Context: an optimization exercise on an open-source flow, tuned for small area, a short achievable clock period and few clock cycles. The choices shown serve that exercise and are no tape-out recipe.
Only simulation tests tie the RTL to the original design; equivalence was not proved.
Power figures rest on the tool's default switching activity, not on a simulated workload.

### flow/design.v
module raster_core_multirow #(
   parameter int unsigned CORE_ID      = 3,
   parameter int unsigned NUM_ROWS     = 2,
   parameter int unsigned X_MAX        = 400,
   parameter int unsigned BRAM_LATENCY = 2,
   parameter logic [31:0] LAMBDA_ONE   = 32'h0001_0000,
   parameter int unsigned ADDR_W       = 10
) (
   input  logic              clk,
   input  logic              reset,
   input  logic              s_valid,
   input  logic [31:0]       s_data,
   output logic              s_ready,
   output logic              m_valid,
   input  logic              m_ready,
   output logic [15:0]       m_data,
   output logic              m_last,
   output logic              rch_en,
   output logic [ADDR_W-1:0] rch_addr,
   input  logic [31:0]       rch_data,
   output logic              wch_en,
   output logic [ADDR_W-1:0] wch_addr,
   output logic [31:0]       wch_data
);
   localparam int unsigned NPIX     = NUM_ROWS * X_MAX;
   localparam int unsigned ROW_BASE = CORE_ID * NUM_ROWS;
   localparam int unsigned XW       = $clog2(X_MAX + BRAM_LATENCY + 2);
   localparam int unsigned RW       = $clog2(NUM_ROWS + 1);
   localparam int unsigned CW       = $clog2(BRAM_LATENCY + 1);
   typedef enum logic [2:0] {
      S_CLEAR,
      S_IDLE,
      S_PREP,
      S_RASTER,
      S_WB_WAIT,
      S_WB_OUT
   } state_t;
   state_t            state_q;
   logic [3:0]        wcnt_q;
   logic [5:0]        y_start_q, y_end_q;
   logic              end_q;
   logic [11:0]       id_q;
   logic [31:0]       l0_q, l1_q, l0dx_q, l0dy_q, l1dx_q, l1dy_q;
   logic [15:0]       z0_q, zdx_q, zdy_q;
   logic [RW-1:0]     r_q;
   logic [XW-1:0]     x_q;
   logic [ADDR_W-1:0] a_q;
   logic [CW-1:0]     cnt_q;
   logic [31:0]       lam0_q, lam1_q;
   logic [15:0]       zacc_q;
   logic [ADDR_W-1:0] rbase_q;
   logic              s_ready_q, m_valid_q, m_last_q;
   logic [15:0]       m_data_q;
   logic              rch_en_q, wch_en_q;
   logic [ADDR_W-1:0] rch_addr_q, wch_addr_q;
   logic [31:0]       wch_data_q;
   logic [31:0]       gy_d, first_r_d;
   logic              first_ok_d, next_ok_d;
   logic [32:0]       lam_sum_d;
   logic              inside_d, eval_d, wr_hit_d;
   logic [ADDR_W-1:0] pix_addr_d;
   logic              unused_d;
   assign s_ready  = s_ready_q;
   assign m_valid  = m_valid_q;
   assign m_data   = m_data_q;
   assign m_last   = m_last_q;
   assign rch_en   = rch_en_q;
   assign rch_addr = rch_addr_q;
   assign wch_en   = wch_en_q;
   assign wch_addr = wch_addr_q;
   assign wch_data = wch_data_q;
   assign unused_d = ^{rch_data[31:28], s_data[19:13]};
   always_comb begin
      gy_d      = 32'(ROW_BASE) + 32'(r_q);
      first_r_d = '0;
      if (32'(y_start_q) > 32'(ROW_BASE))
         first_r_d = 32'(y_start_q) - 32'(ROW_BASE);
      first_ok_d = (first_r_d < NUM_ROWS) &&
                   ((32'(ROW_BASE) + first_r_d) <= 32'(y_end_q));
      next_ok_d  = ((32'(r_q) + 32'd1) < NUM_ROWS) &&
                   ((gy_d + 32'd1) <= 32'(y_end_q));
      lam_sum_d  = {lam0_q[31], lam0_q} + {lam1_q[31], lam1_q};
      inside_d   = !lam0_q[31] && !lam1_q[31] &&
                   ($signed(lam_sum_d) <= $signed({1'b0, LAMBDA_ONE}));
      eval_d     = x_q >= XW'(BRAM_LATENCY + 1);
      wr_hit_d   = eval_d && inside_d && (zacc_q > rch_data[15:0]);
      pix_addr_d = rbase_q + ADDR_W'(x_q) - ADDR_W'(BRAM_LATENCY + 1);
   end
   always_ff @(posedge clk) begin
      if (reset) begin
         state_q    <= S_CLEAR;
         wcnt_q     <= '0;
         y_start_q  <= '0;
         y_end_q    <= '0;
         end_q      <= 1'b0;
         id_q       <= '0;
         l0_q       <= '0;
         l1_q       <= '0;
         l0dx_q     <= '0;
         l0dy_q     <= '0;
         l1dx_q     <= '0;
         l1dy_q     <= '0;
         z0_q       <= '0;
         zdx_q      <= '0;
         zdy_q      <= '0;
         r_q        <= '0;
         x_q        <= '0;
         a_q        <= '0;
         cnt_q      <= '0;
         lam0_q     <= '0;
         lam1_q     <= '0;
         zacc_q     <= '0;
         rbase_q    <= '0;
         s_ready_q  <= 1'b0;
         m_valid_q  <= 1'b0;
         m_last_q   <= 1'b0;
         m_data_q   <= '0;
         rch_en_q   <= 1'b0;
         rch_addr_q <= '0;
         wch_en_q   <= 1'b0;
         wch_addr_q <= '0;
         wch_data_q <= '0;
      end else begin
         rch_en_q <= 1'b0;
         wch_en_q <= 1'b0;
         case (state_q)
            S_CLEAR: begin
               wch_en_q   <= 1'b1;
               wch_addr_q <= a_q;
               wch_data_q <= '0;
               if (a_q == ADDR_W'(NPIX - 1)) begin
                  a_q     <= '0;
                  state_q <= S_IDLE;
               end else begin
                  a_q <= a_q + ADDR_W'(1);
               end
            end
            S_IDLE: begin
               s_ready_q <= 1'b1;
               if (s_valid && s_ready_q) begin
                  case (wcnt_q)
                     4'd0: begin
                        y_start_q <= s_data[5:0];
                        y_end_q   <= s_data[11:6];
                        end_q     <= s_data[12];
                        id_q      <= s_data[31:20];
                     end
                     4'd1:    l0_q   <= s_data;
                     4'd2:    l1_q   <= s_data;
                     4'd3:    l0dx_q <= s_data;
                     4'd4:    l0dy_q <= s_data;
                     4'd5:    l1dx_q <= s_data;
                     4'd6:    l1dy_q <= s_data;
                     4'd7:    z0_q   <= s_data[15:0];
                     4'd8:    zdx_q  <= s_data[15:0];
                     default: zdy_q  <= s_data[15:0];
                  endcase
                  if (wcnt_q == 4'd9) begin
                     wcnt_q    <= '0;
                     s_ready_q <= 1'b0;
                     if (end_q) begin
                        a_q        <= '0;
                        x_q        <= '0;
                        r_q        <= '0;
                        cnt_q      <= '0;
                        rch_en_q   <= 1'b1;
                        rch_addr_q <= '0;
                        state_q    <= S_WB_WAIT;
                     end else if (first_ok_d) begin
                        r_q     <= RW'(first_r_d);
                        state_q <= S_PREP;
                     end
                  end else begin
                     wcnt_q <= wcnt_q + 4'd1;
                  end
               end
            end
            S_PREP: begin
               lam0_q  <= l0_q + l0dy_q * gy_d;
               lam1_q  <= l1_q + l1dy_q * gy_d;
               zacc_q  <= z0_q + zdy_q * gy_d[15:0];
               rbase_q <= ADDR_W'(32'(r_q) * X_MAX);
               x_q     <= '0;
               state_q <= S_RASTER;
            end
            S_RASTER: begin
               rch_en_q   <= x_q < XW'(X_MAX);
               rch_addr_q <= rbase_q + ADDR_W'(x_q);
               if (eval_d) begin
                  wch_en_q   <= wr_hit_d;
                  wch_addr_q <= pix_addr_d;
                  wch_data_q <= {4'b0, id_q, zacc_q};
                  lam0_q     <= lam0_q + l0dx_q;
                  lam1_q     <= lam1_q + l1dx_q;
                  zacc_q     <= zacc_q + zdx_q;
               end
               if (x_q == XW'(X_MAX + BRAM_LATENCY)) begin
                  if (next_ok_d) begin
                     r_q     <= r_q + RW'(1);
                     state_q <= S_PREP;
                  end else begin
                     state_q <= S_IDLE;
                  end
               end else begin
                  x_q <= x_q + XW'(1);
               end
            end
            S_WB_WAIT: begin
               if (cnt_q == CW'(BRAM_LATENCY)) begin
                  m_valid_q <= 1'b1;
                  m_data_q  <= {gy_d[3:0], rch_data[27:16]};
                  m_last_q  <= a_q == ADDR_W'(NPIX - 1);
                  state_q   <= S_WB_OUT;
               end else begin
                  cnt_q <= cnt_q + CW'(1);
               end
            end
            S_WB_OUT: begin
               if (m_ready) begin
                  m_valid_q  <= 1'b0;
                  m_last_q   <= 1'b0;
                  wch_en_q   <= 1'b1;
                  wch_addr_q <= a_q;
                  wch_data_q <= '0;
                  if (a_q == ADDR_W'(NPIX - 1)) begin
                     a_q     <= '0;
                     x_q     <= '0;
                     r_q     <= '0;
                     state_q <= S_IDLE;
                  end else begin
                     a_q        <= a_q + ADDR_W'(1);
                     rch_en_q   <= 1'b1;
                     rch_addr_q <= a_q + ADDR_W'(1);
                     cnt_q      <= '0;
                     if (x_q == XW'(X_MAX - 1)) begin
                        x_q <= '0;
                        r_q <= r_q + RW'(1);
                     end else begin
                        x_q <= x_q + XW'(1);
                     end
                     state_q <= S_WB_WAIT;
                  end
               end
            end
            default: state_q <= S_CLEAR;
         endcase
      end
   end
endmodule
### flow/constraint.sdc
create_clock -name core_clock -period 8.0 [get_ports {clk}]
set_input_delay 1.6000 -clock core_clock [delete_from_list [all_inputs] [get_ports {clk}]]
set_output_delay 1.6000 -clock core_clock [all_outputs]
set_load 0.01 [all_outputs]
### flow/config.mk
export PLATFORM = sky130hd
export DESIGN_NAME = raster_core_multirow
export DESIGN_NICKNAME = raster_core_multirow
export VERILOG_FILES = /design/flow/design.v
export SDC_FILE = /design/flow/constraint.sdc
export NUM_CORES = 4
export LEC_CHECK = 0
export CAP_MARGIN = 20
export CORE_MARGIN = 2
export CORE_UTILIZATION = 40
export SLEW_MARGIN = 20
### flow/run.sh
#!/bin/bash
# synth_recipe.tcl (not shown) runs the flow's synth.tcl, then flattens the netlist and writes it again
# the make line also repeats each setting of config.mk as NAME=value (left out here)
make -C /OpenROAD-flow-scripts/flow DESIGN_CONFIG=/design/flow/config.mk WORK_HOME=/design/flow/orfs CLKGATE_MAP_FILE= SYNTH_SCRIPT=/design/flow/synth_recipe.tcl finish
==> run notes <==
-- cell families (layout without fill, tap and decap cells) --
| group | Yosys count | in the layout | synth area share (%) |
|---|---|---|---|
| other | 2 | 9 | 0.0227 |
| muxes | 17 | 17 | 0.517 |
| AOI/OAI and AO/OA | 1178 | 1178 | 21.8 |
| xor gates and xnor gates | 165 | 165 | 4.36 |
| DFF | 447 | 447 | 27.0 |
| and+or+nand+nor | 1523 | 1523 | 20.8 |
| adders and majority gates | 459 | 459 | 20.7 |
| buffers and inverters | 420 | 385 | 4.85 |
-- path summary, 6_finish.rpt --
kind,startpoint,endpoint,slack (ps),cells after the start
worst min-delay path,wch_addr_q[4],wch_addr_q[4],450,2
worst min register to register,wch_addr_q[4],wch_addr_q[4],450,2
worst max register to register,r_q[1],lam0_q[31],1930,16
worst max-delay path,r_q[1],lam0_q[31],1930,16
-- cells in the mapped netlist (54+ instances only) --
cell type and n:
nand3_1 100, nor3_1 74, a21o_1 126, inv_1 125, o21ai_0 185, ha_1 312
nor2_1 218, nand2_1 785, xnor2_1 110, xor2_1 55, a21oi_1 532, nor2b_1 105
dfxtp_1 447, clkbuf_1 269, fa_1 147, a211oi_1 54, and2_1 89
-- worst max-delay path, delay by kind of cell, from the launching register on --
kind                       cells  cell delay [ps]
adders and majority gates      4             1580
AOI/OAI and AO/OA             10             2580
DFF                            1             1030
buffers and inverters          1              510
and+or+nand+nor                1              120
-- through the flow --
stage / setup slack, ps / instances / hold WS (ps) / instance area, sq um / utilization (%)
detailed placement: 2210 / 5157 / 446 / 35000 / 42.7
finish: 1930 / 5253 / 448 / 36900 / 45.0
global placement: 2250 / 5157 / 441 / 35000 / 42.7
floorplan: 2860 / 4218 / 436 / 33200 / -
CTS: 2120 / 5253 / 453 / 36900 / 45.0
global route: 1730 / 5253 / 465 / 36900 / 45.0
-- routing by layer --
layer | vias up | GRT usage, %
li1 | 14400 | -
met1 | 14000 | 35.8
met2 | 734 | 34.8
met3 | 79 | 3.35
met4 | 0 | 4.38
met5 | - | 0
-- registers in the layout, summed over array words and instances, names as in the netlist, 6 cells and up --
signal / count
zdx_q: 16
wch_data_q: 28
y_start_q: 6
l0dy_q: 32
lam1_q: 32
m_data_q: 15
rch_addr_q: 10
z0_q: 16
l1_q: 32
l0dx_q: 32
l0_q: 32
a_q: 10
y_end_q: 6
x_q: 9
id_q: 12
l1dx_q: 32
zacc_q: 16
wch_addr_q: 10
l1dy_q: 32
lam0_q: 32
zdy_q: 16
-- power groups by stage --
stage / logic, uW / registers, uW / clock network, uW
after floorplan: 1260 / 2530 / 0
after global placement: 1740 / 2670 / 0
after global routing: 1960 / 2650 / 2780
after detailed placement: 1750 / 2670 / 0
final: 1770 / 2630 / 2630
after CTS: 1760 / 2620 / 2680
-- area by class of cell --
type | instances | area, sq um
timing repair buffer | 164 | 1580
inverter | 125 | 469
clock inverter | 17 | 304
fill | 8272 | 45100
tap | 1070 | 1340
clock buffer | 79 | 1580
multi-input combinational | 3351 | 22700
sequential | 447 | 8950
==> impl_metrics.env <==
export IMPL_status="timing/DRC/antenna clean"
export IMPL_cts_made_buffers=53
export IMPL_htreeDepth=2
export IMPL_dominantRegCellSynth="dfxtp_1"
export IMPL_numPortBuffers=132
export IMPL_critPathMaxStageDelay_ps=1030
export IMPL_p_leak_uw=0.0161
export IMPL_core_area_sq_um=82000
export IMPL_via_per_inst=5.56
export IMPL_place_gp_congestion=0.847
export IMPL_syn_inst=4211
export IMPL_p_comb_share_pct=25.2
export IMPL_fmax_mhz=165
export IMPL_grt_usage_pct=23.4
export IMPL_detail_route_first_pass_iterations=6
export IMPL_clock_power_share_pct=37.4
export IMPL_finalHoldViolCount=0
export IMPL_yosysTopAreaCell="dfxtp_1"
export IMPL_wl_met3_mm=7.11
export IMPL_worstMarginPinSlew_ps=1230
export IMPL_die_h_um=292
export IMPL_rows=105
export IMPL_insertion_delay_ps=670
export IMPL_die_w_um=292
export IMPL_first_iter_violations=1998
export IMPL_async_flop_share_pct=0
export IMPL_cellPowerDensity_nw_per_um2=191
export IMPL_cts_setup_buffers=0
export IMPL_cp_arrival_ps=6570
export IMPL_grt_max_degree=199
export IMPL_grt_pass1_vias=27300
export IMPL_totalWireLength_mm=102
export IMPL_final_cell_mix="nand2_1, a21oi_1, dfxtp_1"
export IMPL_worstSetupPathType="reg -> reg"
export IMPL_crit_chain="buf_4, nor2b_1, a21o_1, ha_1, fa_1, fa_1, ha_1, a2111oi_0, o21ai_0, a211o_1, a21oi_1, o31a_1, o2111ai_1, a31oi_1, a21oi_1, a211o_1"
export IMPL_synth_top_area_share_pct=27.0
export IMPL_startpoint_type="register"
export IMPL_setup_viol=0
export IMPL_final_common_cell="nand2_1"
export IMPL_synth_area_per_cell_sq_um=7.87
export IMPL_wire_per_inst_um=19.4
export IMPL_ant_nets=0
export IMPL_cts_hold_buf=0
export IMPL_irDropWorstVdd_mv=0.163
export IMPL_synth_edf_count=0
export IMPL_grt_pass1_wl_mm=158
export IMPL_wl_met2_mm=42.3
export IMPL_antenna_found_initial=0
export IMPL_fin_skew_ps=68.1
export IMPL_m1WireLength_mm=50.8
export IMPL_fin_crit_ps=6070
export IMPL_synth_area_sq_um=33100
export IMPL_cts_tree="built"
export IMPL_initial_utilization_pct=40.4
export IMPL_ctsRootBufferMaster="clkbuf_16"
export IMPL_swShare_pct=34.9
export IMPL_cts_buffer_depth=3
export IMPL_die_area_sq_um=85100
export IMPL_drive_gt1_share_pct=3.87
export IMPL_synth_area_leaders="dfxtp_1, ha_1, nand2_1"
export IMPL_cts_sinks=447
export IMPL_drc=0
export IMPL_drv_cap=0
export IMPL_path_max_fanout=94
export IMPL_hold_class="reg -> reg"
export IMPL_yosysWarningCount=1
export IMPL_grt_overflow=0
export IMPL_io_pins=141
export IMPL_netlist_cell_type_count=86
export IMPL_nets=4669
export IMPL_rsz0062_at_grt="false"
export IMPL_area_growth_pct=11.4
export IMPL_critPathCaptureType="register"
export IMPL_power_switching_uw=2450
export IMPL_n_antenna_cell=0
export IMPL_highest_layer="met4"
export IMPL_dp_hpwl_mm=72.5
export IMPL_p_int_uw=4580
export IMPL_cts_resized=0
export IMPL_maxSlewViolCount=0
export IMPL_period_share_pct=75.8
export IMPL_worst_ep_required_time_ps=8500
export IMPL_power_frac_seq_pct=37.4
export IMPL_synth_seq_area_share_pct=27.0
export IMPL_total_power_uw=7040
export IMPL_final_setup_tns_ps=0
export IMPL_slew_headroom_pct=18.1
export IMPL_critical_path_slowest_cell="dfxtp_4"
export IMPL_clk_pin_slew_ps=60
export IMPL_vias=29200
export IMPL_synth_seq_cells=447
Testbench counts, summed over its fixed seeds: cycles 349,976.

## port drivers added, routing unchanged
The results above use ideal ports. As a check the final layout listed here was re-extracted and re-timed, cells and wires unchanged.
Step 1, drivers: a clkbuf_16 drives clk and a buf_2 each remaining input, both assumed.
Step 2 times the ports against the registers' clock, not the clock port: input delays grow and output delays shrink by t, the midpoint of the rising clock arrivals with the driver on.
Three values: ideal, step 1, step 2; two values: the first two.
shift t [ns]: 0.694
setup slack, ns: 1.932 / 1.933 / 1.933
hold slack, ns: 0.448 / 0.448 / 0.448
worst setup path at the end: register to register
slew at the worst register clock pin (ns): 0.06 / 0.06
After both steps setup and hold are still met in this run. For this run, drivers alone change the setup slack by +0.001 ns; drivers and shift together by +0.001 ns.
